What follows belongs to an exercise in optimizing a design on an open flow for a short achievable clock period and few clock cycles per item; a production flow would make more cautious choices. At most, simulation tests tie the RTL to the original design; equivalence was not proved. Function not checked in runs 1, 4 and 6: the RTL went through the layout flow alone. No driver is modelled on the clock port, so clocking that relies on it looks cheaper here than on a real chip. Power and IR drop assume default switching activity.

## flow/design.v

```verilog
package box_pkg;
  localparam int PX_W         = 8;
  localparam int WIN          = 3;
  localparam int LINE_BUFS    = WIN + 1;                 
  localparam int MAX_LINE_LEN = 16;
  localparam int LINE_ADDR_W  = $clog2( MAX_LINE_LEN );
  localparam int BUF_IDX_W    = $clog2( LINE_BUFS );
  localparam int SUM_W        = PX_W + 4;                
  typedef logic [PX_W - 1 : 0] px_t;
  typedef struct packed {
    px_t  tdata;
    logic tvalid;
    logic tlast;                                         
    logic tuser;                                         
  } stream_word_t;
  typedef struct packed {
    px_t [WIN - 1 : 0][WIN - 1 : 0] px;
    logic                           tvalid;
    logic                           tlast;
    logic                           tuser;
  } window_t;
  typedef struct packed {
    logic [SUM_W - 1 : 0] tdata;
    logic                 tvalid;
    logic                 tlast;
    logic                 tuser;
  } sum_word_t;
endpackage
`timescale 1ns/1ps
module box_filter_top
(
  input  logic         clk_i,
  input  logic         rst_i,
  input  box_pkg::stream_word_t video_i,
  output logic         video_ready_o,
  output box_pkg::sum_word_t    sum_o,
  input  logic         sum_ready_i
);
localparam int PX_W   = box_pkg::PX_W;                   
localparam int SUM_W  = box_pkg::SUM_W;                  
localparam int COL_W  = PX_W + 2;                        
localparam int NCOL   = box_pkg::MAX_LINE_LEN;
localparam int FIFO_D = 10;
logic              busy_q;                               
logic              take;                                 
logic [NCOL - 1:0] col_q;                                
logic [1:0]        row_q;                                
logic [NCOL - 1:0] col_in;                               
logic [1:0]        row_in;
assign take   = video_i.tvalid && !busy_q;
assign col_in = video_i.tuser ? NCOL'( 1 ) : col_q;
assign row_in = video_i.tuser ? 2'd0 : row_q;
always_ff @( posedge clk_i )
  if( take )
    begin
      col_q <= video_i.tlast ? NCOL'( 1 ) : { col_in[NCOL - 2:0], 1'b0 };
      row_q <= !video_i.tlast ? row_in : ( row_in == 2'd3 ) ? 2'd3 : row_in + 2'd1;
    end
logic              s0_v;
logic              s0_win;                               
logic              s0_first;                             
logic              s0_last;
logic [PX_W - 1:0] s0_px;
logic [NCOL - 1:0] wr_q;                                 
logic [NCOL - 1:0] rd_q;                                 
always_ff @( posedge clk_i, posedge rst_i )
  if( rst_i )
    begin
      s0_v   <= 1'b0;
      s0_win <= 1'b0;
    end
  else
    begin
      s0_v   <= take;
      s0_win <= take && row_in[1] && !col_in[0] && !col_in[1];
    end
always_ff @( posedge clk_i )
  begin
    s0_first <= ( row_in == 2'd2 ) && col_in[2];
    s0_last  <= video_i.tlast;
    s0_px    <= video_i.tdata;
    wr_q     <= take ? col_in : '0;
    rd_q     <= col_in;
  end
logic [PX_W - 1:0] la [NCOL];
logic [PX_W - 1:0] lb [NCOL];
logic [PX_W - 1:0] rd_a;
logic [PX_W - 1:0] rd_b;
always_comb
  begin
    rd_a = '0;
    rd_b = '0;
    for( int i = 0; i < NCOL; i++ )
      begin
        rd_a = rd_a | ( la[i] & { PX_W{ rd_q[i] } } );
        rd_b = rd_b | ( lb[i] & { PX_W{ rd_q[i] } } );
      end
  end
logic              s1_v;
logic              s1_win;
logic              s1_last;
logic              s1_first;
logic [PX_W - 1:0] s1_px;
logic [PX_W - 1:0] s1_a;
logic [PX_W - 1:0] s1_b;
always_ff @( posedge clk_i, posedge rst_i )
  if( rst_i )
    begin
      s1_v   <= 1'b0;
      s1_win <= 1'b0;
    end
  else
    begin
      s1_v   <= s0_v;
      s1_win <= s0_win;
    end
always_ff @( posedge clk_i )
  begin
    s1_last  <= s0_last;
    s1_first <= s0_first;
    s1_px    <= s0_px;
    s1_a     <= rd_a;
    s1_b     <= rd_b;
  end
for( genvar i = 0; i < NCOL; i++ )
  begin : g_col
    always_ff @( posedge clk_i )
      if( wr_q[i] )
        begin
          la[i] <= s0_px;
          lb[i] <= la[i];
        end
  end
logic              s2_v;
logic              s2_win;
logic              s2_last;
logic              s2_first;
logic [PX_W - 1:0] s2_s;                                 
logic [PX_W - 1:0] s2_c;
always_ff @( posedge clk_i, posedge rst_i )
  if( rst_i )
    begin
      s2_v   <= 1'b0;
      s2_win <= 1'b0;
    end
  else
    begin
      s2_v   <= s1_v;
      s2_win <= s1_win;
    end
always_ff @( posedge clk_i )
  begin
    s2_last  <= s1_last;
    s2_first <= s1_first;
    s2_s     <= s1_px ^ s1_a ^ s1_b;
    s2_c     <= ( s1_px & s1_a ) | ( s1_px & s1_b ) | ( s1_a & s1_b );
  end
logic       s3_v;
logic       s3_win;
logic       s3_last;
logic       s3_first;
logic [4:0] s3_lo;
logic [4:0] s3_mid0;
logic [4:0] s3_mid1;
logic       s3_top;
always_ff @( posedge clk_i, posedge rst_i )
  if( rst_i )
    begin
      s3_v   <= 1'b0;
      s3_win <= 1'b0;
    end
  else
    begin
      s3_v   <= s2_v;
      s3_win <= s2_win;
    end
always_ff @( posedge clk_i )
  begin
    s3_last  <= s2_last;
    s3_first <= s2_first;
    s3_lo    <= { 1'b0, s2_s[3:0] } + { 1'b0, s2_c[2:0], 1'b0 };
    s3_mid0  <= { 1'b0, s2_s[7:4] } + { 1'b0, s2_c[6:3] };
    s3_mid1  <= { 1'b0, s2_s[7:4] } + { 1'b0, s2_c[6:3] } + 5'd1;
    s3_top   <= s2_c[7];
  end
logic [4:0]         col_mid;
logic [COL_W - 1:0] col_0;                               
logic [COL_W - 1:0] col_1;                               
logic [COL_W - 1:0] col_2;
assign col_mid = s3_lo[4] ? s3_mid1 : s3_mid0;
assign col_0   = { s3_top && col_mid[4], s3_top ^ col_mid[4], col_mid[3:0], s3_lo[3:0] };
always_ff @( posedge clk_i )
  if( s3_v )
    begin
      col_1 <= col_0;
      col_2 <= col_1;
    end
logic               s4_win;
logic               s4_last;
logic               s4_first;
logic [COL_W - 1:0] s4_s;                                
logic [COL_W - 1:0] s4_c;
always_ff @( posedge clk_i, posedge rst_i )
  if( rst_i )
    s4_win <= 1'b0;
  else
    s4_win <= s3_win;
always_ff @( posedge clk_i )
  begin
    s4_last  <= s3_last;
    s4_first <= s3_first;
    s4_s     <= col_0 ^ col_1 ^ col_2;
    s4_c     <= ( col_0 & col_1 ) | ( col_0 & col_2 ) | ( col_1 & col_2 );
  end
logic       s5_win;
logic       s5_last;
logic       s5_first;
logic [4:0] s5_lo;
logic [4:0] s5_mid0;
logic [4:0] s5_mid1;
logic [3:0] s5_hi0;
logic [3:0] s5_hi1;
always_ff @( posedge clk_i, posedge rst_i )
  if( rst_i )
    s5_win <= 1'b0;
  else
    s5_win <= s4_win;
always_ff @( posedge clk_i )
  begin
    s5_last  <= s4_last;
    s5_first <= s4_first;
    s5_lo    <= { 1'b0, s4_s[3:0] } + { 1'b0, s4_c[2:0], 1'b0 };
    s5_mid0  <= { 1'b0, s4_s[7:4] } + { 1'b0, s4_c[6:3] };
    s5_mid1  <= { 1'b0, s4_s[7:4] } + { 1'b0, s4_c[6:3] } + 5'd1;
    s5_hi0   <= { 2'b0, s4_s[9:8] } + { 1'b0, s4_c[9:7] };
    s5_hi1   <= { 2'b0, s4_s[9:8] } + { 1'b0, s4_c[9:7] } + 4'd1;
  end
logic [4:0]         s5_mid;
logic [SUM_W - 1:0] s5_sum;
assign s5_mid = s5_lo[4] ? s5_mid1 : s5_mid0;
assign s5_sum = { s5_mid[4] ? s5_hi1 : s5_hi0, s5_mid[3:0], s5_lo[3:0] };
logic               s6_win;
logic [SUM_W + 1:0] s6_d;
always_ff @( posedge clk_i, posedge rst_i )
  if( rst_i )
    s6_win <= 1'b0;
  else
    s6_win <= s5_win;
always_ff @( posedge clk_i )
  s6_d <= { s5_sum, s5_last, s5_first };
logic [SUM_W + 1:0]  fifo [FIFO_D];
logic [FIFO_D:0]     occ;                                
logic [FIFO_D - 1:0] wr_ptr;                             
logic [FIFO_D - 1:0] rd_ptr;                             
logic [FIFO_D - 1:0] rd_nx;                              
logic [SUM_W + 1:0]  wr_d;
logic [SUM_W + 1:0]  fifo_rd;
logic [SUM_W + 1:0]  fifo_nx;
logic                push;
logic [SUM_W + 1:0]  keep_d;                             
logic [SUM_W + 1:0]  next_d;                             
logic                keep_v;
logic                next_v;
logic                out_v;
logic                rdy_o;
logic [SUM_W + 1:0]  out_d;
assign push  = s6_win;
assign wr_d  = s6_d;
always_comb
  begin
    fifo_rd = '0;
    fifo_nx = '0;
    for( int i = 0; i < FIFO_D; i++ )
      begin
        fifo_rd = fifo_rd | ( fifo[i] & { ( SUM_W + 2 ){ rd_ptr[i] } } );
        fifo_nx = fifo_nx | ( fifo[i] & { ( SUM_W + 2 ){ rd_nx[i] } } );
      end
  end
assign keep_d = ( push && occ[0] ) ? wr_d : fifo_rd;
assign next_d = ( push && occ[1] ) ? wr_d : fifo_nx;
assign keep_v = !occ[0] || push;
assign next_v = !( occ[0] || occ[1] ) || push;
logic [FIFO_D:0]     occ_up;
logic [FIFO_D:0]     occ_dn;
logic [FIFO_D:0]     occ_rdy;
logic [FIFO_D:0]     occ_wait;
logic [FIFO_D - 1:0] rd_rdy;
logic [FIFO_D - 1:0] rd_nx_rdy;
logic [SUM_W + 1:0]  d_rdy;
logic                v_rdy;
assign occ_up   = { occ[FIFO_D - 1:0], 1'b0 };
assign occ_dn   = { 1'b0, occ[FIFO_D:1] };
assign occ_wait = push ? occ_up : occ;
assign occ_rdy  = occ[0] ? occ_wait : ( push ? occ : occ_dn );
assign rd_rdy   = occ[0] ? rd_ptr : rd_nx;
assign rd_nx_rdy = occ[0] ? rd_nx : { rd_nx[FIFO_D - 2:0], rd_nx[FIFO_D - 1] };
assign d_rdy    = occ[0] ? keep_d : next_d;
assign v_rdy    = occ[0] ? keep_v : next_v;
for( genvar i = 0; i < FIFO_D; i++ )
  begin : g_fifo
    always_ff @( posedge clk_i )
      if( push && wr_ptr[i] )
        fifo[i] <= wr_d;
  end
localparam logic [FIFO_D:0]     OCC_INIT = ( FIFO_D + 1 )'( 1 );
localparam logic [FIFO_D - 1:0] RD_INIT  = FIFO_D'( 1 );
localparam logic [FIFO_D - 1:0] NX_INIT  = FIFO_D'( 2 );
logic [FIFO_D:0]     occ_x;
logic [FIFO_D - 1:0] wr_x;
logic [FIFO_D - 1:0] rd_x;
logic [FIFO_D - 1:0] nx_x;
assign occ    = occ_x ^ OCC_INIT;
assign wr_ptr = wr_x ^ RD_INIT;
assign rd_ptr = rd_x ^ RD_INIT;
assign rd_nx  = nx_x ^ NX_INIT;
always_ff @( posedge clk_i, posedge rst_i )
  if( rst_i )
    begin
      occ_x  <= '0;
      wr_x   <= '0;
      rd_x   <= '0;
      nx_x   <= '0;
      out_v  <= 1'b0;
      busy_q <= 1'b0;
    end
  else
    begin
      occ_x <= ( sum_ready_i ? occ_rdy : occ_wait ) ^ OCC_INIT;
      if( push )
        wr_x <= { wr_ptr[FIFO_D - 2:0], wr_ptr[FIFO_D - 1] } ^ RD_INIT;
      rd_x  <= ( sum_ready_i ? rd_rdy : rd_ptr ) ^ RD_INIT;
      nx_x  <= ( sum_ready_i ? rd_nx_rdy : rd_nx ) ^ NX_INIT;
      out_v <= sum_ready_i ? v_rdy : keep_v;
      busy_q <= !( occ[0] || occ[1] );
    end
always_ff @( posedge clk_i )
  rdy_o <= occ[0] || occ[1];
assign video_ready_o = rdy_o;
always_ff @( posedge clk_i )
  out_d <= sum_ready_i ? d_rdy : keep_d;
assign sum_o = { out_d[SUM_W + 1:2], out_v, out_d[1], out_d[0] };
endmodule
```

## flow/flow/run.sh

```bash
#!/bin/bash
# The standard layout (standard.sh: the standard flow's own ORFS run, with the standard
# synthesis) with these changes, passed to ORFS through its environment:
#  - port buffers are buf_4 instead of the default pick, a slow delay cell
#  - clock tree synthesis clusters about 30 flip-flops per leaf buffer
set -euo pipefail
here=$(cd "$(dirname "$0")" && pwd)
export BUFFER_PORTS_ARGS="-buffer_cell sky130_fd_sc_hd__buf_4"
export CTS_ARGS="-sink_clustering_enable -repair_clock_nets -sink_clustering_size 30 -sink_clustering_max_diameter 100"
# no adder cells: the adder step (extract_fa) maps sums to full-adder cells,
# whose sum output is slow; without it abc maps the adders from plain gates
export ADDER_MAP_FILE=
export POST_CTS_TCL="$here/post_cts.tcl"
bash standard.sh > flow.log 2>&1
```

## flow/flow/clock_top.tcl

```tcl
# Rebuild the top of the clock tree: the clock port drives NTOP buffers
# directly, each at the centre of the leaf buffers it drives. The leaf level
# (buffers and the flip-flops under them) is kept as clock tree synthesis made it.
proc rebuild_clock_top { ntop } {
  set block [ord::get_db_block]
  set portnet [$block findNet clk_i]
  # everything between the port and the leaf buffers
  set leaves {}
  set upper {}
  set front [list $portnet]
  set upper_nets {}
  while {[llength $front]} {
    set next {}
    foreach net $front {
      foreach it [$net getITerms] {
        if {![$it isInputSignal]} continue
        set inst [$it getInst]
        set name [$inst getName]
        if {[string match "clkbuf_leaf_*" $name]} {
          lappend leaves $inst
        } else {
          lappend upper $inst
          foreach ot [$inst getITerms] {
            if {[$ot isOutputSignal] && [$ot getNet] ne "NULL"} { lappend next [$ot getNet]; lappend upper_nets [$ot getNet] }
          }
        }
      }
    }
    set front $next
  }
  foreach leaf $leaves { [$leaf findITerm A] disconnect }
  foreach inst $upper { odb::dbInst_destroy $inst }
  foreach net $upper_nets { odb::dbNet_destroy $net }
  # split the leaves into ntop groups: halves by x, then by y within each half
  set groups [list $leaves]
  set byx 1
  while {[llength $groups] < $ntop} {
    set ng {}
    foreach g $groups {
      set keyed {}
      foreach l $g {
        set b [$l getBBox]
        set k [expr {$byx ? [$b xMin] : [$b yMin]}]
        lappend keyed [list $k $l]
      }
      set keyed [lsort -integer -index 0 $keyed]
      set h [expr {[llength $keyed] / 2}]
      set a {}; set c {}
      foreach p [lrange $keyed 0 [expr {$h - 1}]] { lappend a [lindex $p 1] }
      foreach p [lrange $keyed $h end] { lappend c [lindex $p 1] }
      lappend ng $a $c
    }
    set groups $ng
    set byx [expr {!$byx}]
  }
  set master [[ord::get_db] findMaster sky130_fd_sc_hd__clkbuf_16]
  set i 0
  foreach g $groups {
    set sx 0; set sy 0
    foreach l $g { set b [$l getBBox]; incr sx [$b xMin]; incr sy [$b yMin] }
    set x [expr {$sx / [llength $g]}]
    set y [expr {$sy / [llength $g]}]
    set inst [odb::dbInst_create $block $master clkbuf_top_${i}_clk_i]
    set net [odb::dbNet_create $block clknet_top_${i}_clk_i]
    $net setSigType CLOCK
    [$inst findITerm A] connect $portnet
    [$inst findITerm X] connect $net
    foreach l $g { [$l findITerm A] connect $net }
    $inst setLocation $x $y
    $inst setPlacementStatus PLACED
    incr i
  }
  puts "clock port drives $i buffers over [llength $leaves] leaf buffers; removed [llength $upper] cells"
}
```

## flow/flow/post_cts.tcl

```tcl
# Sourced by ORFS's cts step (POST_CTS_TCL) before it writes its result.
source [file join [file dirname [info script]] clock_top.tcl]
rebuild_clock_top 4
detailed_placement
check_placement -verbose
```

## flow/standard.sh

```bash
#!/bin/bash
# synth_recipe.tcl (not shown) runs the flow's synth.tcl, then flattens the netlist and writes it again
# the make line also repeats each setting of config.mk as NAME=value (left out here)
make -C /OpenROAD-flow-scripts/flow DESIGN_CONFIG=/design/flow/config.mk WORK_HOME=/design/flow/orfs CLKGATE_MAP_FILE= SYNTH_SCRIPT=/design/flow/synth_recipe.tcl "${@:-finish}"
```

## flow/config.mk

```make
export PLATFORM = sky130hd
export DESIGN_NAME = box_filter_top
export DESIGN_NICKNAME = box_filter_top
export VERILOG_FILES = /design/flow/design.v
export SDC_FILE = /design/flow/constraint.sdc
export NUM_CORES = 4
export LEC_CHECK = 0
export ABC_CLOCK_PERIOD_IN_PS = 1200
export CAP_MARGIN = 20
export CORE_MARGIN = 2
export CORE_UTILIZATION = 60
export SETUP_SLACK_MARGIN = 1.75
export SLEW_MARGIN = 20
```

## flow/constraint.sdc

```tcl
create_clock -name core_clock -period 3.1 [get_ports {clk_i}]
set_input_delay 0.6200 -clock core_clock [delete_from_list [all_inputs] [get_ports {clk_i}]]
set_output_delay 0.6200 -clock core_clock [all_outputs]
set_load 0.01 [all_outputs]
```

==> flow_metrics.py, run 1 <==
metrics = {
    "power": {
        "powerDensity_nw_per_um2": 737,
        "pwr-share-comb_pct": 17.5,
        "switching_share_pct": 25.6,
        "cellLeakagePower_nw": 8.96,
        "peakVddDrop_mv": 0.497,
        "p_clk_share_pct": 21.4,
        "pwr-share-seq_pct": 61.1,
        "p_int_mw": 14.1,
        "power_switching_mw": 4.83,
        "p_total_mw": 18.9,
    },
    "critical_path": {
        "critPathMaxFanout": 7,
        "slowest_delay_ns": 0.48,
        "r2r-start": "s6_win",
        "required_ns": 3.36,
        "slowest_stage": "dfrtp_2",
        "cp-start-kind": "register",
        "arrival_ns": 1.82,
        "crit_buf_inv": 1,
        "cp_cell_sequence": "buf_6, mux2_4, a221oi_2, nand3_1, o221a_2",
        "cp-end-kind": "register",
        "worstReg2RegEnd": "out_d[1]",
        "path_delay_family": "flip-flops",
        "path_class": "reg -> reg",
        "worst-r2r-cell-count": 5,
        "r2r_slack_ns": 1.54,
    },
    "detailed_routing": {
        "routed_wl_um": 51200,
        "drtIter0Drc": 1068,
        "wl_per_cell_um": 26.1,
        "ant_nets": 0,
        "dr.pass1.iters": 5,
        "drc": 0,
        "vias": 12500,
        "viasPerCell": 6.38,
    },
    "job": {
        "cap_violations": 0,
    },
    "global_route": {
        "grtUsageTotal_pct": 26.1,
        "grt_pass1_wl_um": 75800,
        "grt_max_degree": 45,
        "antenna_found_initial": 0,
        "globalRoute.totalOverflow": 0,
        "grt_pass1_vias": 12400,
    },
    "logic_synthesis": {
        "yosysTopAreaCell": "edfxtp_1",
        "ys_types": 47,
        "syn_inst": 1394,
        "ys_warn_count": 4,
        "synth_compound_area_share_pct": 11.9,
        "synth_mux_area_share_pct": 1.40,
        "synth_edf_count": 434,
        "ys_seq_elements": 658,
        "syn_area_um2": 23000,
        "syn_nets": 1408,
        "avgSynthCellArea_um2": 16.5,
        "synth_top_family_by_area": "compound AO/OA/AOI/OAI gates",
        "synth_seq_area_share_pct": 77.3,
        "synthAdderAreaFrac_pct": 0.959,
        "synth_top_area_share_pct": 56.8,
        "synth_xor_area_share_pct": 2.71,
        "async_flop_share_pct": 6.69,
        "synthSimpleGateAreaFrac_pct": 3.92,
        "synthTopCellsByArea": "edfxtp_1, dfxtp_1, a221oi_1, dfrtp_1, a22o_1",
        "synthFlopType": "edfxtp_1",
    },
    "floorplanning": {
        "design.core.area_um2": 37700,
        "start_util_pct": 60.9,
        "die_y_um": 200,
        "pin_count": 30,
        "fp.dieW_um": 200,
        "design.die.area_um2": 39800,
        "rows": 71,
    },
    "worst_hold_path": {
        "min_path_type": "in -> async",
    },
    "final_layout": {
        "area.growth.synth_to_final_pct": 11.6,
        "final_common_cell": "edfxtp_1",
        "layout_common_cells": "edfxtp_1, dfxtp_1, a22o_1",
        "nNetsFinal": 1446,
        "stdcell_count": 1961,
        "n_antenna_cell": 0,
        "fin_util_pct": 68.0,
        "design_area_um2": 25600,
        "drive_gt1_share_pct": 20.0,
    },
    "cts": {
        "cts_sinks": 658,
        "clk_latency_ns": 0.36,
        "cts_tree": "done",
        "clk_pin_slew_ns": 0.12,
    },
    "placement": {
        "globalplace.congestion": 0.818,
        "portBuffers": 29,
        "dp.cells": 1868,
        "placed_cell_area_um2": 23600,
        "dpl_worst_slack_ns": 1.04,
        "dpl.hpwl_um": 28000,
    },
    "sta": {
        "rsz0062_at_grt": "true",
        "finalHoldViolCount": 0,
        "min_period_ns": 1.56,
        "slew_viol_final": 0,
        "fin_crit_sh_pct": 50.4,
        "hold_slack_ns": 0.214,
        "relSlewSlack_pct": 39.5,
        "fin_ws_ns": 1.54,
        "clock_skew_ns": 0.0263,
        "fin_setup_tns_ns": 0,
        "max_freq_mhz": 639,
        "tightest_slew_ns": 0.907,
        "setup_viol": 0,
    },
    "run_status": {
        "status": "finished clean",
    },
}
## state kept, by name, summed over array words and instances (netlist names), 8 cells and up, named ones only
register,count
s1_a,8
lb,128
col_2,10
s6_d,14
s2_c,8
s4_c,10
out_d,14
col_q,16
s2_s,8
s4_s,10
wr_q,16
rd_q,16
col_1,10
la,128
occ_x,11
s1_px,8
s0_px,8
s1_b,8
fifo,140
rd_x,8
wr_x,10
## worst reg2reg max path, delay by kind of cell (launching register included)
family,cells,cell delay (ns)
buf+inv,1,0.14
mux,1,0.37
flops,1,0.48
simple gates,1,0.11
compound gates,2,0.37
## cells by family (layout without fill, tap and decap cells)
| logic type | after synthesis | in the layout |
|---|---|---|
| AOI/OAI and AO/OA | 318 | 318 |
| xor gates and xnor gates | 71 | 71 |
| adders and majority gates | 22 | 22 |
| buffers and inverters | 104 | 156 |
| DFF | 658 | 658 |
| muxes | 30 | 31 |
| and+or+nand+nor | 191 | 194 |
## cell type report, without the clock buffers
cell class / count / area (µm²)
inverter: 25 / 108
buffer: 4 / 100
fill: 2554 / 12000
sequential: 658 / 17900
timing repair buffer: 85 / 907
tap: 511 / 639
multi-input combinational: 636 / 5340
## synth_stat cells (all sizes together), types with 4 or more instances
library cell    n
inv            25
dfrtp          44
maj3           22
buf            15
and2           15
a21oi           7
a221oi        133
xor2           12
o21ai           6
a22o          119
and3           14
dfxtp         180
clkbuf         64
a22oi          17
nand3          30
nand4          17
mux2i          17
mux2           13
o211a          13
nor2b           4
xnor2          59
nand2          61
nor2           45
a21o            9
edfxtp        434
## power by group through the flow
| stage | Sequential (mW) | Combinational, mW | Clock (mW) |
|---|---|---|---|
| detailed placement | 11.7 | 2.53 | 0 |
| global placement | 11.7 | 2.48 | 0 |
| floorplan | 11.2 | 2.10 | 0 |
| finish | 11.5 | 3.30 | 4.05 |
| global route | 11.7 | 3.56 | 4.42 |
## worst max path at each step
stage,cells past startpoint,startpoint,to
2_1_floorplan,5,sum_ready_i,out_d[11]
3_3_place_gp,5,sum_ready_i,out_d[1]
3_5_place_dp,5,sum_ready_i,out_d[1]
5_1_grt,5,s6_win,out_d[1]
6_report,5,s6_win,out_d[1]
## routing by layer
metal	global-route usage [%]	vias up	wire, µm
met2	43.3	546	25200
met4	9.99	0	2050
met5	0	-	0
li1	-	5535	-
met1	35.3	6294	20300
met3	3.76	129	3670
==> run 2, diff against run 1 <==
--- a/flow/design.v
+++ b/flow/design.v
@@ -64,5 +64,5 @@
 logic [NCOL - 1:0] wr_q;                                 
 logic [NCOL - 1:0] rd_q;                                 
-always_ff @( posedge clk_i, posedge rst_i )
+always_ff @( posedge clk_i )                             
   if( rst_i )
     begin
@@ -104,5 +104,5 @@
 logic [PX_W - 1:0] s1_a;
 logic [PX_W - 1:0] s1_b;
-always_ff @( posedge clk_i, posedge rst_i )
+always_ff @( posedge clk_i )                             
   if( rst_i )
     begin
@@ -138,5 +138,5 @@
 logic [PX_W - 1:0] s2_s;                                 
 logic [PX_W - 1:0] s2_c;
-always_ff @( posedge clk_i, posedge rst_i )
+always_ff @( posedge clk_i )                             
   if( rst_i )
     begin
@@ -164,5 +164,5 @@
 logic [4:0] s3_mid1;
 logic       s3_top;
-always_ff @( posedge clk_i, posedge rst_i )
+always_ff @( posedge clk_i )                             
   if( rst_i )
     begin
@@ -201,5 +201,5 @@
 logic [COL_W - 1:0] s4_s;                                
 logic [COL_W - 1:0] s4_c;
-always_ff @( posedge clk_i, posedge rst_i )
+always_ff @( posedge clk_i )                             
   if( rst_i )
     s4_win <= 1'b0;
@@ -221,5 +221,5 @@
 logic [3:0] s5_hi0;
 logic [3:0] s5_hi1;
-always_ff @( posedge clk_i, posedge rst_i )
+always_ff @( posedge clk_i )                             
   if( rst_i )
     s5_win <= 1'b0;
@@ -242,5 +242,5 @@
 logic               s6_win;
 logic [SUM_W + 1:0] s6_d;
-always_ff @( posedge clk_i, posedge rst_i )
+always_ff @( posedge clk_i )                             
   if( rst_i )
     s6_win <= 1'b0;
@@ -303,37 +303,29 @@
         fifo[i] <= wr_d;
   end
-localparam logic [FIFO_D:0]     OCC_INIT = ( FIFO_D + 1 )'( 1 );
-localparam logic [FIFO_D - 1:0] RD_INIT  = FIFO_D'( 1 );
-localparam logic [FIFO_D - 1:0] NX_INIT  = FIFO_D'( 2 );
-logic [FIFO_D:0]     occ_x;
-logic [FIFO_D - 1:0] wr_x;
-logic [FIFO_D - 1:0] rd_x;
-logic [FIFO_D - 1:0] nx_x;
-assign occ    = occ_x ^ OCC_INIT;
-assign wr_ptr = wr_x ^ RD_INIT;
-assign rd_ptr = rd_x ^ RD_INIT;
-assign rd_nx  = nx_x ^ NX_INIT;
 always_ff @( posedge clk_i, posedge rst_i )
   if( rst_i )
+    out_v <= 1'b0;
+  else
+    out_v <= sum_ready_i ? v_rdy : keep_v;
+always_ff @( posedge clk_i )
+  if( rst_i )
     begin
-      occ_x  <= '0;
-      wr_x   <= '0;
-      rd_x   <= '0;
-      nx_x   <= '0;
-      out_v  <= 1'b0;
+      occ    <= ( FIFO_D + 1 )'( 1 );
+      wr_ptr <= FIFO_D'( 1 );
+      rd_ptr <= FIFO_D'( 1 );
+      rd_nx  <= FIFO_D'( 2 );
       busy_q <= 1'b0;
     end
   else
     begin
-      occ_x <= ( sum_ready_i ? occ_rdy : occ_wait ) ^ OCC_INIT;
+      occ    <= sum_ready_i ? occ_rdy : occ_wait;
       if( push )
-        wr_x <= { wr_ptr[FIFO_D - 2:0], wr_ptr[FIFO_D - 1] } ^ RD_INIT;
-      rd_x  <= ( sum_ready_i ? rd_rdy : rd_ptr ) ^ RD_INIT;
-      nx_x  <= ( sum_ready_i ? rd_nx_rdy : rd_nx ) ^ NX_INIT;
-      out_v <= sum_ready_i ? v_rdy : keep_v;
+        wr_ptr <= { wr_ptr[FIFO_D - 2:0], wr_ptr[FIFO_D - 1] };
+      rd_ptr <= sum_ready_i ? rd_rdy : rd_ptr;
+      rd_nx  <= sum_ready_i ? rd_nx_rdy : rd_nx;
       busy_q <= !( occ[0] || occ[1] );
     end
 always_ff @( posedge clk_i )
-  rdy_o <= occ[0] || occ[1];
+  rdy_o <= rst_i || occ[0] || occ[1];
 assign video_ready_o = rdy_o;
 always_ff @( posedge clk_i )
--- a/flow/config.mk
+++ b/flow/config.mk
@@ -6,8 +6,8 @@
 export NUM_CORES = 4
 export LEC_CHECK = 0
-export ABC_CLOCK_PERIOD_IN_PS = 1200
+export ABC_CLOCK_PERIOD_IN_PS = 1100
 export CAP_MARGIN = 20
 export CORE_MARGIN = 2
-export CORE_UTILIZATION = 60
-export SETUP_SLACK_MARGIN = 1.75
+export CORE_UTILIZATION = 70
+export SETUP_SLACK_MARGIN = 1.8
 export SLEW_MARGIN = 20
==> flow_metrics.py, run 2 <==
metrics = {
    "worst_hold_path": {
        "min_path_type": "reg -> reg",
    },
    "sta": {
        "relSlewSlack_pct": 55.9,
        "max_freq_mhz": 673,
        "finalHoldViolCount": 0,
        "min_period_ns": 1.49,
        "clock_skew_ns": 0.0313,
        "hold_slack_ns": 0.323,
        "fin_crit_sh_pct": 47.9,
        "fin_setup_tns_ns": 0,
        "tightest_slew_ns": 0.661,
        "rsz0062_at_grt": "true",
        "setup_viol": 0,
        "slew_viol_final": 0,
    },
    "final_layout": {
        "nNetsFinal": 1552,
        "largestRegisters": "fifo: 140 flops, la: 128 flops, lb: 128 flops",
        "largest_register_ffs": 140,
        "final_common_cell": "edfxtp_1",
        "stdcell_count": 1998,
        "regMostFlops": "fifo",
        "drive_gt1_share_pct": 22.6,
        "area.growth.synth_to_final_pct": 14.2,
        "layout_common_cells": "edfxtp_1, dfxtp_1, a22o_1",
        "n_antenna_cell": 0,
        "design_area_um2": 26100,
        "fin_util_pct": 80.7,
    },
    "detailed_routing": {
        "ant_nets": 0,
        "viasPerCell": 6.73,
        "dr.pass1.iters": 7,
        "drtIter0Drc": 1637,
        "wl_per_cell_um": 26.7,
        "drc": 0,
        "vias": 13400,
        "routed_wl_um": 53400,
    },
    "logic_synthesis": {
        "synthFlopType": "edfxtp_1",
        "synth_top_area_share_pct": 57.0,
        "synth_edf_count": 434,
        "ys_seq_elements": 658,
        "synth_seq_area_share_pct": 76.6,
        "yosysTopAreaCell": "edfxtp_1",
        "async_flop_share_pct": 0.152,
        "syn_inst": 1458,
        "syn_area_um2": 22900,
        "synthTopCellsByArea": "edfxtp_1, dfxtp_1, a221oi_1, a22o_1, a22oi_1",
        "ys_warn_count": 4,
        "synth_most_common_cell": "edfxtp_1",
        "synth_commonest_cells": "edfxtp_1, dfxtp_1, a221oi_1, a22o_1, a22oi_1",
        "avgSynthCellArea_um2": 15.7,
        "syn_nets": 1472,
        "ys_types": 44,
    },
    "floorplanning": {
        "die_y_um": 185,
        "start_util_pct": 70.6,
        "pin_count": 30,
        "rows": 66,
        "design.die.area_um2": 34100,
        "design.core.area_um2": 32400,
        "fp.dieW_um": 185,
    },
    "global_route": {
        "groute.layer.met2.usage_pct": 53.2,
        "antenna_found_initial": 0,
        "grt_max_degree": 42,
        "met1_usage_pct": 39.0,
        "use_met3_pct": 5.41,
        "globalRoute.totalOverflow": 0,
        "grtUsageTotal_pct": 30.9,
        "grt_busiest_layer": "met2",
        "grt_pass1_wl_um": 77500,
        "grt_pass1_vias": 13300,
    },
    "critical_path": {
        "required_ns": 2.48,
        "crit_buf_inv": 1,
        "arrival_ns": 0.87,
        "cp-end-kind": "output pin",
        "cp-start-kind": "register",
        "slowest_stage": "dfrtp_1",
        "cp_cell_sequence": "buf_6",
        "path_delay_family": "flip-flops",
        "critPathMaxFanout": 1,
        "path_class": "reg -> out",
        "slowest_delay_ns": 0.39,
    },
    "power": {
        "pwr-share-comb_pct": 8.2,
        "p_int_mw": 12.6,
        "peakVddDrop_mv": 0.631,
        "p_clk_share_pct": 24.7,
        "powerDensity_nw_per_um2": 622,
        "power_switching_mw": 3.68,
        "cellLeakagePower_nw": 8.90,
        "pwr-share-seq_pct": 67.1,
        "switching_share_pct": 22.6,
    },
    "placement": {
        "placed_cell_area_um2": 23500,
        "globalplace.congestion": 0.832,
        "dp.cells": 1858,
        "dpl.hpwl_um": 28500,
        "portBuffers": 29,
    },
    "cts": {
        "clk_latency_ns": 0.37,
        "cts_tree": "done",
        "clk_pin_slew_ns": 0.11,
        "cts_sinks": 658,
    },
    "run_status": {
        "status": "finished clean",
    },
    "job": {
        "cap_violations": 0,
    },
}
## run 2: cell types whose count changed in the layout (fill, tap and decap cells not counted), sizes merged, moves of 38 or more
cell,delta
a221oi,-41
a22oi,+67
nor2,+38
dfrtp,-43
dfxtp,+43
buf,+45
## run 2: path summary, 6_finish.rpt
check,start,endpoint,slack (ns),cells after the start
setup / recovery,out_v,sum_o[2],1.61,1
hold / removal,s5_first,s6_d[0],0.32,0
min in group asynchronous,rst_i,out_v,0.33,2
max in group asynchronous,rst_i,out_v,2.65,2
setup reg to reg,rd_ptr[0],out_d[12],1.65,5
hold reg to reg,s5_first,s6_d[0],0.32,0
## run 2: per-layer routing
layer	routed length [µm]	vias up
met5	0	-
met4	2310	0
li1	-	5808
met1	19600	6663
met3	4570	169
met2	26900	804
## run 2: cells by family (layout without fill, tap and decap cells)
kind of cell / after synthesis / in the layout / synth area share (%)
flops: 658 / 658 / 76.6
compound gates: 331 / 331 / 11.7
simple gates: 249 / 256 / 5.20
buf+inv: 109 / 200 / 1.92
xor+xnor: 73 / 73 / 2.83
fa+ha+maj: 22 / 22 / 0.968
mux: 16 / 16 / 0.772
## run 2: cell type report, without the clock buffers
type	count	area [µm²]
Multi-Input combinational cell	698	5590
Timing Repair Buffer	130	1450
Timing Repair inverter	1	7.51
Fill cell	1710	6260
Sequential cell	658	17700
Buffer	4	100
Inverter	23	97.6
Tap cell	442	553
## run 2: power groups by stage
stage | registers, mW | clock network (mW) | logic, mW
floorplan | 10.7 | 0 | 1.00
global placement | 11.0 | 0 | 1.12
detailed placement | 11.1 | 0 | 1.14
global route | 11.0 | 4.38 | 1.45
finish | 10.9 | 4.01 | 1.33
## run 2: per-stage QoR
stage / power, mW / setup WS [ns]
floorplan: 11.7 / 1.56
global placement: 12.1 / 1.10
detailed placement: 12.2 / 1.06
global route: 16.8 / 1.59
finish: 16.3 / 1.61
Testbench counts of run 2, summed over its fixed seeds: cycles 7,441, items 5,195.
==> run 3, diff against run 2 <==
--- a/flow/config.mk
+++ b/flow/config.mk
@@ -9,5 +9,5 @@
 export CAP_MARGIN = 20
 export CORE_MARGIN = 2
-export CORE_UTILIZATION = 70
+export CORE_UTILIZATION = 60
 export SETUP_SLACK_MARGIN = 1.8
 export SLEW_MARGIN = 20
==> flow_metrics.py, run 3 <==
metrics = {
    "sta": {
        "min_period_ns": 1.48,
        "rsz0062_at_grt": "true",
        "relSlewSlack_pct": 57.3,
        "fin_setup_tns_ns": 0,
        "tightest_slew_ns": 0.639,
        "clock_skew_ns": 0.0274,
        "slew_viol_final": 0,
        "finalHoldViolCount": 0,
        "setup_viol": 0,
        "fin_crit_sh_pct": 47.8,
        "max_freq_mhz": 675,
    },
    "detailed_routing": {
        "drc": 0,
        "ant_nets": 0,
        "wl_per_cell_um": 25.8,
        "routed_wl_um": 52500,
        "dr.pass1.iters": 5,
        "viasPerCell": 6.34,
        "vias": 12900,
        "drtIter0Drc": 1241,
    },
    "critical_path": {
        "r2r_slack_ns": 1.68,
        "slowest_stage": "dfrtp_1",
        "worst-r2r-cell-count": 5,
        "slowest_delay_ns": 0.39,
        "critPathMaxFanout": 1,
        "cp-end-kind": "output pin",
        "crit_buf_inv": 1,
        "arrival_ns": 0.86,
        "worstReg2RegEnd": "occ[7]",
        "required_ns": 2.48,
        "path_class": "reg -> out",
        "r2r-start": "occ[0]",
        "cp_cell_sequence": "buf_6",
        "cp-start-kind": "register",
        "path_delay_family": "flip-flops",
    },
    "logic_synthesis": {
        "synth_mux_area_share_pct": 0.772,
        "synth_compound_area_share_pct": 11.7,
        "syn_area_um2": 22900,
        "synth_top_family_by_area": "compound AO/OA/AOI/OAI gates",
        "ys_types": 44,
        "ys_warn_count": 4,
        "synth_xor_area_share_pct": 2.83,
        "synth_top_area_share_pct": 57.0,
        "synth_edf_count": 434,
        "yosysTopAreaCell": "edfxtp_1",
        "async_flop_share_pct": 0.152,
        "synthSimpleGateAreaFrac_pct": 5.20,
        "syn_inst": 1458,
        "syn_nets": 1472,
        "synth_seq_area_share_pct": 76.6,
        "avgSynthCellArea_um2": 15.7,
        "synth_commonest_cells": "edfxtp_1, dfxtp_1, a221oi_1, a22o_1, a22oi_1",
        "synth_most_common_cell": "edfxtp_1",
        "synthTopCellsByArea": "edfxtp_1, dfxtp_1, a221oi_1, a22o_1, a22oi_1",
        "synthFlopType": "edfxtp_1",
        "ys_seq_elements": 658,
        "synthAdderAreaFrac_pct": 0.968,
    },
    "floorplanning": {
        "start_util_pct": 60.9,
        "rows": 71,
        "design.core.area_um2": 37600,
        "fp.dieW_um": 199,
        "pin_count": 30,
        "die_y_um": 199,
        "design.die.area_um2": 39700,
    },
    "power": {
        "peakVddDrop_mv": 0.536,
        "cellLeakagePower_nw": 8.71,
        "powerDensity_nw_per_um2": 627,
    },
    "final_layout": {
        "stdcell_count": 2035,
        "regMostFlops": "fifo",
        "largest_register_ffs": 140,
        "area.growth.synth_to_final_pct": 12.9,
        "drive_gt1_share_pct": 20.2,
        "n_antenna_cell": 0,
        "largestRegisters": "fifo: 140 flops, la: 128 flops, lb: 128 flops",
        "layout_common_cells": "edfxtp_1, dfxtp_1, a22o_1",
        "final_common_cell": "edfxtp_1",
        "nNetsFinal": 1520,
    },
    "placement": {
        "portBuffers": 29,
        "dpl.hpwl_um": 28600,
        "dp.cells": 1927,
        "globalplace.congestion": 0.802,
    },
    "global_route": {
        "grt_pass1_wl_um": 76800,
        "globalRoute.totalOverflow": 0,
        "antenna_found_initial": 0,
        "grt_pass1_vias": 12500,
        "grt_max_degree": 42,
        "grtUsageTotal_pct": 26.5,
    },
    "worst_hold_path": {
        "holdPathStages": 0,
        "hold_start": "s4_first",
        "whs_endpoint": "s5_first",
        "min_path_type": "reg -> reg",
    },
    "cts": {
        "clk_pin_slew_ns": 0.11,
        "cts_tree": "done",
        "cts_sinks": 658,
        "clk_latency_ns": 0.37,
    },
    "job": {
        "cap_violations": 0,
    },
    "run_status": {
        "status": "finished clean",
    },
}
-- run 3: cell types whose count changed in the layout (fill, tap and decap cells not counted), moves of 4 or more --
cell,before,now
a221oi_1,35,62
a221oi_2,56,30
buf_4,70,48
buf_12,23,13
buf_6,33,27
a211oi_1,14,9
a211oi_2,0,5
a311oi_1,6,2
a311oi_2,2,6
and3_1,7,3
and3_4,1,5
nand2_1,73,69
-- run 3: cell families after synthesis --
kind of cell / count (synthesis)
adders and majority gates: 22
muxes: 16
xor gates and xnor gates: 73
and+or+nand+nor: 249
AOI/OAI and AO/OA: 331
DFF: 658
buffers and inverters: 109
-- run 3: per-layer routing --
layer  up-vias  global-route usage, %  wire length (µm)
met3       140                   3.53              3860
met5         -                      0                 0
li1       5742                      -                 -
met4         0                   9.18              1950
met1      6474                   35.4             20800
met2       555                   45.1             25900
-- run 3: worst max path at each step --
stage | start | end | slack (ns) | cells after the start
floorplan | video_i[2] | col_q[0] | 1.56 | 4
global placement | s6_win | out_d[6] | 1.10 | 3
detailed placement | sum_ready_i | occ[3] | 1.03 | 5
global route | out_v | sum_o[2] | 1.57 | 1
finish | out_v | sum_o[2] | 1.62 | 1
-- run 3: cell type report, without the clock buffers --
class	instances	area (µm²)
plain buffers	4	100
multi-input cells	697	5510
fillers	2550	11800
flip-flops and latches	658	17700
inverters	23	97.6
well taps	511	639
repair buffers	99	1150
repair inverters	1	7.51
-- run 3: per-stage QoR --
step / setup slack, ns / hold WS, ns / total power, mW / area (µm²) / util (%)
3_5_place_dp: 1.03 / 0.315 / 12.2 / 23600 / 62.7
6_report: 1.62 / 0.323 / 16.2 / 25800 / 68.7
5_1_grt: 1.57 / 0.325 / 16.8 / 25800 / 68.7
2_1_floorplan: 1.56 / 0.310 / 11.7 / 23000 / -
3_3_place_gp: 1.10 / 0.310 / 12.2 / 23600 / 62.7
-- run 3: report_power, final --
part / leakage (nW) / total, mW / internal [mW] / switching, mW
logic: 2.50 / 1.23 / 0.685 / 0.541
clock network: 0.350 / 4.06 / 1.65 / 2.41
registers: 5.86 / 10.9 / 10.2 / 0.714
total: 8.71 / 16.2 / 12.5 / 3.66
==> run 4, diff against run 3 <==
--- a/flow/design.v
+++ b/flow/design.v
@@ -41,5 +41,5 @@
 localparam int COL_W  = PX_W + 2;                        
 localparam int NCOL   = box_pkg::MAX_LINE_LEN;
-localparam int FIFO_D = 10;
+localparam int FIFO_D = 9;
 logic              busy_q;                               
 logic              take;                                 
@@ -240,13 +240,4 @@
 assign s5_mid = s5_lo[4] ? s5_mid1 : s5_mid0;
 assign s5_sum = { s5_mid[4] ? s5_hi1 : s5_hi0, s5_mid[3:0], s5_lo[3:0] };
-logic               s6_win;
-logic [SUM_W + 1:0] s6_d;
-always_ff @( posedge clk_i )                             
-  if( rst_i )
-    s6_win <= 1'b0;
-  else
-    s6_win <= s5_win;
-always_ff @( posedge clk_i )
-  s6_d <= { s5_sum, s5_last, s5_first };
 logic [SUM_W + 1:0]  fifo [FIFO_D];
 logic [FIFO_D:0]     occ;                                
@@ -265,6 +256,6 @@
 logic                rdy_o;
 logic [SUM_W + 1:0]  out_d;
-assign push  = s6_win;
-assign wr_d  = s6_d;
+assign push  = s5_win;
+assign wr_d  = { s5_sum, s5_last, s5_first };
 always_comb
   begin
==> flow_metrics.py, run 4 <==
metrics = {
    "worst_hold_path": {
        "hold_start": "s3_last",
        "whs_endpoint": "s4_last",
        "holdPathStages": 0,
        "min_path_type": "reg -> reg",
    },
    "global_route": {
        "grt_pass1_wl_um": 74000,
        "grt_pass1_vias": 12200,
        "globalRoute.totalOverflow": 0,
        "grt_max_degree": 38,
        "grtUsageTotal_pct": 26.1,
        "antenna_found_initial": 0,
    },
    "job": {
        "cap_violations": 0,
    },
    "sta": {
        "tightest_slew_ns": 0.660,
        "fin_setup_tns_ns": 0,
        "max_freq_mhz": 601,
        "setup_viol": 0,
        "fin_crit_sh_pct": 53.7,
        "rsz0062_at_grt": "true",
        "fin_ws_ns": 1.44,
        "hold_slack_ns": 0.330,
        "clock_skew_ns": 0.0266,
        "relSlewSlack_pct": 56.0,
        "finalHoldViolCount": 0,
        "slew_viol_final": 0,
        "min_period_ns": 1.66,
    },
    "power": {
        "p_int_mw": 12.6,
        "p_clk_share_pct": 23.5,
        "power_switching_mw": 3.92,
        "p_total_mw": 16.5,
        "cellLeakagePower_nw": 8.44,
        "powerDensity_nw_per_um2": 662,
        "switching_share_pct": 23.7,
        "pwr-share-comb_pct": 14.0,
        "pwr-share-seq_pct": 62.5,
        "peakVddDrop_mv": 0.545,
    },
    "final_layout": {
        "largestRegisters": "la: 128 flops, lb: 128 flops, fifo: 126 flops",
        "n_antenna_cell": 0,
        "stdcell_count": 1958,
        "fin_util_pct": 69.8,
        "nNetsFinal": 1494,
        "final_common_cell": "edfxtp_1",
        "drive_gt1_share_pct": 21.1,
        "layout_common_cells": "edfxtp_1, dfxtp_1, a22oi_1",
        "area.growth.synth_to_final_pct": 13.9,
        "design_area_um2": 24900,
    },
    "cts": {
        "cts_tree": "done",
        "clk_pin_slew_ns": 0.11,
        "clk_latency_ns": 0.37,
        "cts_sinks": 626,
    },
    "critical_path": {
        "r2r-start": "s5_lo[4]",
        "cp_cell_sequence": "mux2i_4, buf_4, buf_6, buf_6, mux2_4",
        "cp-start-kind": "register",
        "required_ns": 3.21,
        "arrival_ns": 1.77,
        "path_delay_family": "multiplexers",
        "slowest_delay_ns": 0.40,
        "cp-end-kind": "register",
        "critPathMaxFanout": 6,
        "slowest_stage": "dfxtp_4",
        "worst-r2r-cell-count": 5,
        "path_class": "reg -> reg",
        "crit_buf_inv": 3,
        "worstReg2RegEnd": "fifo[2][10]",
        "r2r_slack_ns": 1.44,
        "cpMostUsedCell": "buf_6",
    },
    "logic_synthesis": {
        "syn_nets": 1427,
        "syn_inst": 1413,
        "synth_commonest_cells": "edfxtp_1, dfxtp_1, a22oi_1",
        "avgSynthCellArea_um2": 15.5,
        "async_flop_share_pct": 0.160,
        "synth_most_common_cell": "edfxtp_1",
        "synthTopCellsByArea": "edfxtp_1, dfxtp_1, a22oi_1, a22o_1, a221oi_1",
        "synthFlopType": "edfxtp_1",
        "ys_seq_elements": 626,
        "yosysTopAreaCell": "edfxtp_1",
        "synth_edf_count": 420,
        "synth_seq_area_share_pct": 76.4,
        "ys_types": 49,
        "ys_warn_count": 4,
        "synth_top_area_share_pct": 57.6,
        "syn_area_um2": 21900,
    },
    "detailed_routing": {
        "ant_nets": 0,
        "drc": 0,
        "dr.pass1.iters": 8,
        "vias": 12500,
        "drtIter0Drc": 1232,
        "routed_wl_um": 50500,
        "wl_per_cell_um": 25.8,
        "viasPerCell": 6.40,
    },
    "run_status": {
        "status": "finished clean",
    },
    "placement": {
        "dpl_worst_slack_ns": 1.18,
        "dpl.hpwl_um": 27500,
        "dp.cells": 1833,
        "placed_cell_area_um2": 22500,
        "globalplace.congestion": 0.787,
        "portBuffers": 29,
    },
    "floorplanning": {
        "die_y_um": 195,
        "design.core.area_um2": 35700,
        "pin_count": 30,
        "start_util_pct": 61.3,
        "design.die.area_um2": 38000,
        "rows": 69,
        "fp.dieW_um": 195,
    },
}
run 4: cell count changes after synthesis, moves of 16 or more:
cell and change:
a22o_1 -21, dfxtp_1 -18, a221oi_1 -28, buf_2 -16
nand3_1 +43, nor2_1 -23
run 4: per-layer routing:
layer / track usage (%) / wire length (µm) / share of wire, % / vias up
li1: - / - / - / 5601
met1: 35.1 / 20400 / 40 / 6277
met2: 44.9 / 25100 / 50 / 542
met3: 2.30 / 3060 / 6.1 / 103
met4: 9.50 / 1950 / 3.8 / 0
met5: 0 / 0 / 0 / -
run 4: cells by family after synthesis:
| kind of cell | share of synthesized area (%) |
|---|---|
| DFF | 76.4 |
| and+or+nand+nor | 5.19 |
| adders and majority gates | 1.02 |
| buffers and inverters | 1.90 |
| xor gates and xnor gates | 2.95 |
| muxes | 0.846 |
| AOI/OAI and AO/OA | 11.6 |
run 4: cell type report, without the clock buffers:
class,instances,area (µm²)
sequential,626,16900
multi-input combinational,689,5450
fill,2389,10800
timing repair buffer,114,1200
inverter,23,97.6
buffer,4,100
tap,461,577
timing repair inverter,1,7.51
run 4: worst register-to-register path: stages (launching register included):
cell and delay, ns:
dfxtp_4 0.40, mux2i_4 0.33, buf_4 0.17, buf_6 0.08, buf_6 0.10, mux2_4 0.33
run 4: worst max path at each step:
stage	from	end	slack, ns	depth (start not counted)
final	s5_lo[4]	fifo[2][10]	1.44	5
after global routing	s5_lo[4]	out_d[10]	1.39	5
after detailed placement	sum_ready_i	occ[2]	1.18	5
after global placement	sum_ready_i	occ[3]	1.21	5
after floorplan	video_i[2]	col_q[0]	1.56	4
run 4: power groups by stage:
stage	Combinational, mW	Clock [mW]	Sequential (mW)
floorplan	1.20	0	10.2
global placement	1.45	0	10.4
finish	2.31	3.89	10.3
global route	2.48	4.24	10.4
detailed placement	1.48	0	10.4
==> run 5, diff against run 4 <==
--- a/flow/design.v
+++ b/flow/design.v
@@ -41,5 +41,5 @@
 localparam int COL_W  = PX_W + 2;                        
 localparam int NCOL   = box_pkg::MAX_LINE_LEN;
-localparam int FIFO_D = 9;
+localparam int FIFO_D = 10;
 logic              busy_q;                               
 logic              take;                                 
@@ -240,4 +240,13 @@
 assign s5_mid = s5_lo[4] ? s5_mid1 : s5_mid0;
 assign s5_sum = { s5_mid[4] ? s5_hi1 : s5_hi0, s5_mid[3:0], s5_lo[3:0] };
+logic               s6_win;
+logic [SUM_W + 1:0] s6_d;
+always_ff @( posedge clk_i )                             
+  if( rst_i )
+    s6_win <= 1'b0;
+  else
+    s6_win <= s5_win;
+always_ff @( posedge clk_i )
+  s6_d <= { s5_sum, s5_last, s5_first };
 logic [SUM_W + 1:0]  fifo [FIFO_D];
 logic [FIFO_D:0]     occ;                                
@@ -256,6 +265,6 @@
 logic                rdy_o;
 logic [SUM_W + 1:0]  out_d;
-assign push  = s5_win;
-assign wr_d  = { s5_sum, s5_last, s5_first };
+assign push  = s6_win;
+assign wr_d  = s6_d;
 always_comb
   begin
--- a/flow/flow/run.sh
+++ b/flow/flow/run.sh
@@ -4,4 +4,6 @@
 #  - port buffers are buf_4 instead of the default pick, a slow delay cell
 #  - clock tree synthesis clusters about 30 flip-flops per leaf buffer
+#  - the ports of each side of the stream are placed as a group
+# make's full output goes to flow.log in the work folder.
 set -euo pipefail
 here=$(cd "$(dirname "$0")" && pwd)
@@ -11,4 +13,6 @@
 # whose sum output is slow; without it abc maps the adders from plain gates
 export ADDER_MAP_FILE=
+# the output side ports next to each other, and the input side ports too
+export PLACE_PINS_ARGS="-group_pins {sum_o[0] sum_o[1] sum_o[2] sum_o[3] sum_o[4] sum_o[5] sum_o[6] sum_o[7] sum_o[8] sum_o[9] sum_o[10] sum_o[11] sum_o[12] sum_o[13] sum_o[14] video_ready_o sum_ready_i} -group_pins {video_i[0] video_i[1] video_i[2] video_i[3] video_i[4] video_i[5] video_i[6] video_i[7] video_i[8] video_i[9] video_i[10]}"
 export POST_CTS_TCL="$here/post_cts.tcl"
 bash standard.sh > flow.log 2>&1
==> flow_metrics.py, run 5 <==
metrics = {
    "run_status": {
        "status": "finished clean",
    },
    "logic_synthesis": {
        "synthTopCellsByArea": "edfxtp_1, dfxtp_1, a221oi_1, a22o_1, a22oi_1",
        "synth_commonest_cells": "edfxtp_1, dfxtp_1, a221oi_1, a22o_1, a22oi_1",
        "ys_types": 44,
        "yosysTopAreaCell": "edfxtp_1",
        "ys_warn_count": 4,
        "ys_seq_elements": 658,
        "synth_top_area_share_pct": 57.0,
        "synthFlopType": "edfxtp_1",
        "async_flop_share_pct": 0.152,
        "syn_nets": 1472,
        "avgSynthCellArea_um2": 15.7,
        "synth_most_common_cell": "edfxtp_1",
        "syn_inst": 1458,
        "synth_seq_area_share_pct": 76.6,
        "synth_edf_count": 434,
        "syn_area_um2": 22900,
    },
    "cts": {
        "cts_sinks": 658,
        "cts_tree": "done",
        "clk_latency_ns": 0.37,
        "clk_pin_slew_ns": 0.12,
    },
    "sta": {
        "hold_slack_ns": 0.318,
        "setup_viol": 0,
        "tightest_slew_ns": 0.622,
        "finalHoldViolCount": 0,
        "min_period_ns": 1.49,
        "max_freq_mhz": 673,
        "rsz0062_at_grt": "true",
        "slew_viol_final": 0,
        "relSlewSlack_pct": 58.5,
        "fin_setup_tns_ns": 0,
        "fin_crit_sh_pct": 47.9,
        "fin_ws_ns": 1.61,
        "clock_skew_ns": 0.0353,
    },
    "placement": {
        "dpl.hpwl_um": 30000,
        "globalplace.congestion": 0.813,
        "dpl_worst_slack_ns": 1.15,
        "portBuffers": 29,
    },
    "final_layout": {
        "largest_register_ffs": 140,
        "layout_common_cells": "edfxtp_1, dfxtp_1, a22o_1",
        "nNetsFinal": 1525,
        "n_antenna_cell": 0,
        "regMostFlops": "fifo",
        "fin_util_pct": 68.6,
        "drive_gt1_share_pct": 21.1,
        "final_common_cell": "edfxtp_1",
        "largestRegisters": "fifo: 140 flops, la: 128 flops, lb: 128 flops",
        "area.growth.synth_to_final_pct": 12.8,
    },
    "detailed_routing": {
        "vias": 12800,
        "wl_per_cell_um": 25.7,
        "drc": 0,
        "dr.pass1.iters": 7,
        "ant_nets": 0,
        "viasPerCell": 6.29,
        "routed_wl_um": 52500,
        "drtIter0Drc": 1276,
    },
    "critical_path": {
        "slowest_stage": "dfrtp_1",
        "path_class": "reg -> out",
        "cp_cell_sequence": "buf_6",
        "crit_buf_inv": 1,
        "arrival_ns": 0.87,
        "cp-end-kind": "output pin",
        "required_ns": 2.48,
        "slowest_delay_ns": 0.39,
        "cp-start-kind": "register",
        "path_delay_family": "flip-flops",
        "critPathMaxFanout": 1,
    },
    "floorplanning": {
        "design.core.area_um2": 37600,
        "pin_count": 30,
        "rows": 71,
        "fp.dieW_um": 199,
        "design.die.area_um2": 39700,
        "die_y_um": 199,
        "start_util_pct": 60.9,
    },
    "power": {
        "cellLeakagePower_nw": 8.71,
        "peakVddDrop_mv": 0.507,
        "powerDensity_nw_per_um2": 631,
        "p_total_mw": 16.3,
    },
    "worst_hold_path": {
        "min_path_type": "reg -> reg",
    },
    "global_route": {
        "grt_max_degree": 42,
        "grt_pass1_vias": 12600,
        "globalRoute.totalOverflow": 0,
        "antenna_found_initial": 1,
        "grt_pass1_wl_um": 77000,
        "grtUsageTotal_pct": 26.5,
    },
    "job": {
        "cap_violations": 0,
    },
}
-- run 5: logic make-up after synthesis --
logic type	after synthesis	share of synthesized area, %
adders and majority gates	22	0.968
xor gates and xnor gates	73	2.83
muxes	16	0.772
buffers and inverters	109	1.92
DFF	658	76.6
and+or+nand+nor	249	5.20
AOI/OAI and AO/OA	331	11.7
-- run 5: final timing paths --
check | to | start | cells after the start | slack, ns
setup reg to reg | fifo[0][3] | s6_win | 3 | 1.70
hold reg to reg | s6_d[0] | s5_first | 0 | 0.32
setup / recovery | sum_o[2] | out_v | 1 | 1.61
hold / removal | s6_d[0] | s5_first | 0 | 0.32
max in group asynchronous | out_v | rst_i | 2 | 2.58
min in group asynchronous | out_v | rst_i | 2 | 0.38
-- run 5: area by class of cell, without the clock buffers --
| cell class | instances | area, µm² |
|---|---|---|
| Sequential cell | 658 | 17700 |
| Clock inverter | 1 | 3.75 |
| Multi-Input combinational cell | 695 | 5500 |
| Tap cell | 511 | 639 |
| Timing Repair Buffer | 107 | 1150 |
| Buffer | 4 | 100 |
| Fill cell | 2512 | 11800 |
| Inverter | 23 | 97.6 |
-- run 5: where the power goes --
group	leakage (nW)	internal [mW]	switching, mW
sequential	5.86	10.2	0.750
clock	0.344	1.63	2.39
combinational	2.51	0.743	0.572
-- run 5: through the flow --
step / cell area [µm²] / cells
6_report: 25800 / 2040
5_1_grt: 25800 / 2040
3_5_place_dp: 23600 / 1928
3_3_place_gp: 23600 / 1928
2_1_floorplan: 23000 / 1458
-- run 5: per-layer routing --
layer,global-route usage [%],share of wire [%],vias to the layer above
li1,-,-,5738
met1,34.7,40,6511
met2,46.9,51,502
met3,2.72,6.0,85
met4,8.65,2.5,0
met5,0,0,-
Testbench counts of run 5, summed over its fixed seeds: cycles 7,441, items 5,195.
==> run 6, diff against run 5 <==
--- a/flow/design.v
+++ b/flow/design.v
@@ -41,5 +41,5 @@
 localparam int COL_W  = PX_W + 2;                        
 localparam int NCOL   = box_pkg::MAX_LINE_LEN;
-localparam int FIFO_D = 10;
+localparam int FIFO_D = 8;
 logic              busy_q;                               
 logic              take;                                 
@@ -57,32 +57,6 @@
       row_q <= !video_i.tlast ? row_in : ( row_in == 2'd3 ) ? 2'd3 : row_in + 2'd1;
     end
-logic              s0_v;
-logic              s0_win;                               
-logic              s0_first;                             
-logic              s0_last;
-logic [PX_W - 1:0] s0_px;
-logic [NCOL - 1:0] wr_q;                                 
-logic [NCOL - 1:0] rd_q;                                 
-always_ff @( posedge clk_i )                             
-  if( rst_i )
-    begin
-      s0_v   <= 1'b0;
-      s0_win <= 1'b0;
-    end
-  else
-    begin
-      s0_v   <= take;
-      s0_win <= take && row_in[1] && !col_in[0] && !col_in[1];
-    end
-always_ff @( posedge clk_i )
-  begin
-    s0_first <= ( row_in == 2'd2 ) && col_in[2];
-    s0_last  <= video_i.tlast;
-    s0_px    <= video_i.tdata;
-    wr_q     <= take ? col_in : '0;
-    rd_q     <= col_in;
-  end
-logic [PX_W - 1:0] la [NCOL];
-logic [PX_W - 1:0] lb [NCOL];
+logic [PX_W - 1:0] la [NCOL];                            
+logic [PX_W - 1:0] lb [NCOL];                            
 logic [PX_W - 1:0] rd_a;
 logic [PX_W - 1:0] rd_b;
@@ -93,15 +67,16 @@
     for( int i = 0; i < NCOL; i++ )
       begin
-        rd_a = rd_a | ( la[i] & { PX_W{ rd_q[i] } } );
-        rd_b = rd_b | ( lb[i] & { PX_W{ rd_q[i] } } );
+        rd_a = rd_a | ( la[i] & { PX_W{ col_in[i] } } );
+        rd_b = rd_b | ( lb[i] & { PX_W{ col_in[i] } } );
       end
   end
 logic              s1_v;
-logic              s1_win;
+logic              s1_win;                               
+logic              s1_first;                             
 logic              s1_last;
-logic              s1_first;
 logic [PX_W - 1:0] s1_px;
 logic [PX_W - 1:0] s1_a;
 logic [PX_W - 1:0] s1_b;
+logic [NCOL - 1:0] wr_q;                                 
 always_ff @( posedge clk_i )                             
   if( rst_i )
@@ -112,14 +87,15 @@
   else
     begin
-      s1_v   <= s0_v;
-      s1_win <= s0_win;
+      s1_v   <= take;
+      s1_win <= take && row_in[1] && !col_in[0] && !col_in[1];
     end
 always_ff @( posedge clk_i )
   begin
-    s1_last  <= s0_last;
-    s1_first <= s0_first;
-    s1_px    <= s0_px;
+    s1_first <= ( row_in == 2'd2 ) && col_in[2];
+    s1_last  <= video_i.tlast;
+    s1_px    <= video_i.tdata;
     s1_a     <= rd_a;
     s1_b     <= rd_b;
+    wr_q     <= take ? col_in : '0;
   end
 for( genvar i = 0; i < NCOL; i++ )
@@ -128,5 +104,5 @@
       if( wr_q[i] )
         begin
-          la[i] <= s0_px;
+          la[i] <= s1_px;
           lb[i] <= la[i];
         end
@@ -240,13 +216,4 @@
 assign s5_mid = s5_lo[4] ? s5_mid1 : s5_mid0;
 assign s5_sum = { s5_mid[4] ? s5_hi1 : s5_hi0, s5_mid[3:0], s5_lo[3:0] };
-logic               s6_win;
-logic [SUM_W + 1:0] s6_d;
-always_ff @( posedge clk_i )                             
-  if( rst_i )
-    s6_win <= 1'b0;
-  else
-    s6_win <= s5_win;
-always_ff @( posedge clk_i )
-  s6_d <= { s5_sum, s5_last, s5_first };
 logic [SUM_W + 1:0]  fifo [FIFO_D];
 logic [FIFO_D:0]     occ;                                
@@ -265,6 +232,6 @@
 logic                rdy_o;
 logic [SUM_W + 1:0]  out_d;
-assign push  = s6_win;
-assign wr_d  = s6_d;
+assign push  = s5_win;
+assign wr_d  = { s5_sum, s5_last, s5_first };
 always_comb
   begin
==> flow/flow/run.sh (replaced) <==
#!/bin/bash
# The standard layout (standard.sh: the standard flow's own ORFS run, with the standard
# synthesis) with these changes, passed to ORFS through its environment:
#  - port buffers are buf_4 instead of the default pick, a slow delay cell
#  - clock tree synthesis clusters about 30 flip-flops per leaf buffer
set -euo pipefail
here=$(cd "$(dirname "$0")" && pwd)
export BUFFER_PORTS_ARGS="-buffer_cell sky130_fd_sc_hd__buf_4"
export CTS_ARGS="-sink_clustering_enable -repair_clock_nets -sink_clustering_size 30 -sink_clustering_max_diameter 100"
# no adder cells: the adder step (extract_fa) maps sums to full-adder cells,
# whose sum output is slow; without it abc maps the adders from plain gates
export ADDER_MAP_FILE=
export POST_CTS_TCL="$here/post_cts.tcl"
bash standard.sh > flow.log 2>&1
==> flow_metrics.py, run 6 <==
metrics = {
    "global_route": {
        "grt_pass1_vias": 12100,
        "antenna_found_initial": 0,
        "met1_usage_pct": 35.7,
        "grt_pass1_wl_um": 74200,
        "grtUsageTotal_pct": 27.8,
        "globalRoute.totalOverflow": 0,
        "grt_max_degree": 33,
        "use_met3_pct": 3.93,
        "grt_busiest_layer": "met2",
        "groute.layer.met2.usage_pct": 47.9,
    },
    "critical_path": {
        "arrival_ns": 1.82,
        "worst-r2r-cell-count": 6,
        "critPathMaxFanout": 6,
        "slowest_delay_ns": 0.53,
        "slowest_stage": "edfxtp_1",
        "path_class": "reg -> reg",
        "r2r_slack_ns": 1.54,
        "cp-start-kind": "register",
        "required_ns": 3.36,
        "cp_cell_sequence": "buf_4, buf_6, a222oi_1, nand3_1, o21ai_2, nand2_1",
        "cp-end-kind": "register",
    },
    "power": {
        "pwr-share-seq_pct": 62.9,
        "power_switching_mw": 3.72,
        "powerDensity_nw_per_um2": 635,
        "cellLeakagePower_nw": 8.08,
        "p_int_mw": 11.6,
        "p_clk_share_pct": 24.0,
        "peakVddDrop_mv": 0.685,
        "switching_share_pct": 24.3,
        "pwr-share-comb_pct": 13.1,
    },
    "final_layout": {
        "n_antenna_cell": 0,
        "area.growth.synth_to_final_pct": 17.0,
        "nNetsFinal": 1447,
        "fillers": 2172,
        "layout_common_cells": "edfxtp_1, a22oi_1, dfxtp_1",
        "largestRegisters": "la: 128 flops, lb: 128 flops, fifo: 112 flops",
        "multi_input_area_um2": 5290,
        "drive_gt1_share_pct": 25.3,
        "ff_latch_area_um2": 15800,
        "final_common_cell": "edfxtp_1",
    },
    "detailed_routing": {
        "ant_nets": 0,
        "routed_wl_um": 49800,
        "wl_per_cell_um": 26.2,
        "dr.pass1.iters": 7,
        "drtIter0Drc": 1295,
        "viasPerCell": 6.46,
        "vias": 12300,
        "drc": 0,
    },
    "logic_synthesis": {
        "ys_types": 49,
        "syn_area_um2": 20700,
        "syn_nets": 1342,
        "synth_seq_area_share_pct": 75.9,
        "ys_seq_elements": 581,
        "synth_commonest_cells": "edfxtp_1, dfxtp_1, a22oi_1",
        "synth_edf_count": 406,
        "syn_inst": 1328,
        "synth_top_area_share_pct": 59.0,
        "synthFlopType": "edfxtp_1",
        "yosysTopAreaCell": "edfxtp_1",
        "synth_most_common_cell": "edfxtp_1",
        "async_flop_share_pct": 0.172,
        "ys_warn_count": 4,
        "avgSynthCellArea_um2": 15.6,
        "synthTopCellsByArea": "edfxtp_1, dfxtp_1, a22oi_1, xnor2_1, nand2_1",
    },
    "sta": {
        "rsz0062_at_grt": "true",
        "relSlewSlack_pct": 51.8,
        "max_freq_mhz": 641,
        "tightest_slew_ns": 0.722,
        "fin_crit_sh_pct": 50.3,
        "slew_viol_final": 0,
        "setup_viol": 0,
        "min_period_ns": 1.56,
        "finalHoldViolCount": 0,
        "fin_setup_tns_ns": 0,
        "clock_skew_ns": 0.0248,
        "fin_ws_ns": 1.54,
    },
    "placement": {
        "globalplace.congestion": 0.821,
        "portBuffers": 29,
        "dpl.hpwl_um": 26800,
        "dpl_worst_slack_ns": 1.12,
    },
    "floorplanning": {
        "pin_count": 30,
        "design.core.area_um2": 33700,
        "start_util_pct": 61.3,
        "design.die.area_um2": 36000,
        "fp.dieW_um": 190,
        "die_y_um": 190,
        "rows": 67,
    },
    "cts": {
        "cts_sinks": 581,
        "clk_latency_ns": 0.36,
        "cts_tree": "done",
        "clk_pin_slew_ns": 0.11,
    },
    "job": {
        "cap_violations": 0,
    },
    "worst_hold_path": {
        "min_path_type": "in -> async",
    },
    "run_status": {
        "status": "finished clean",
    },
}
run 6: final timing paths:
| kind | startpoint | to |
|---|---|---|
| worst min-delay path | rst_i | out_v |
| max in group asynchronous | rst_i | out_v |
| worst max register to register | col_q[12] | s1_b[5] |
| worst max-delay path | col_q[12] | s1_b[5] |
| worst min register to register | s2_c[7] | s3_top |
| min in group core_clock | s2_c[7] | s3_top |
run 6: logic make-up (layout without fill, tap and decap cells):
| family | Yosys count | count (layout) | synth area share [%] |
|---|---|---|---|
| multiplexers | 15 | 19 | 0.841 |
| flip-flops | 581 | 581 | 75.9 |
| AND/OR/NAND/NOR | 222 | 225 | 5.23 |
| AO/OA/AOI/OAI | 325 | 325 | 11.7 |
| XOR/XNOR | 73 | 73 | 3.17 |
| adder cells (fa/ha/maj) | 22 | 22 | 1.08 |
| buffers and inverters | 90 | 204 | 2.00 |
run 6: metal layers:
metal | share of wire [%] | routed length, µm
met1 | 38 | 19100
met5 | 0 | 0
met4 | 4.6 | 2290
met2 | 50 | 24800
met3 | 7.2 | 3560
run 6: layout make-up, without the clock buffers:
class	instances	share of cell area (%)
tap	448	2.32
multi-input combinational	664	21.9
inverter	12	0.202
buffer	4	0.414
sequential	581	65.4
clock inverter	1	0.0828
timing repair buffer	150	7.39
run 6: metrics by stage:
stage	power (mW)	hold WS, ns	instance area, µm²	cells	utilization [%]
6_report	15.3	0.297	24200	1897	71.8
3_3_place_gp	11.2	0.312	21300	1744	63.1
2_1_floorplan	10.8	0.310	20800	1328	-
3_5_place_dp	11.2	0.314	21300	1744	63.1
5_1_grt	15.9	0.316	24200	1897	71.8
run 6: power groups by stage:
stage	registers, mW	clock network, mW	logic, mW
floorplan	9.52	0	1.24
global placement	9.75	0	1.44
detailed placement	9.77	0	1.47
global route	9.72	4.00	2.16
finish	9.65	3.68	2.01
run 6: worst max-delay path: cells and delay by family (launching register included):
kind            cells  cell delay [ns]
compound gates      2             0.41
simple gates        2             0.20
buf+inv             2             0.32
flops               1             0.53

==> afterwards: timing with drivers on the ports <==
In the flow no input, the clock included, has a driving cell. The finished layouts below were timed again as built, in two steps. Step 1 assumes that a clkbuf_16 drives the clock port and a buf_2 every other input. Step 2 also shifts input and output timing later by t, the mid clock arrival at the registers, as if the neighbouring blocks saw the same clock. Three values: no drivers, after step 1, after step 2; two values: the first two.
run | shift t [ns] | slack for setup (ns)
run 1 | 0.469 | 1.536 / 1.461 / 1.347
run 2 | 0.462 | 1.614 / 1.503 / 1.254
run 3 | 0.471 | 1.618 / 1.500 / 1.415
run 4 | 0.457 | 1.436 / 1.436 / 1.385
run 5 | 0.473 | 1.614 / 1.492 / 1.347
run 6 | 0.459 | 1.540 / 1.503 / 1.403
After both steps every run listed still meets setup and hold.
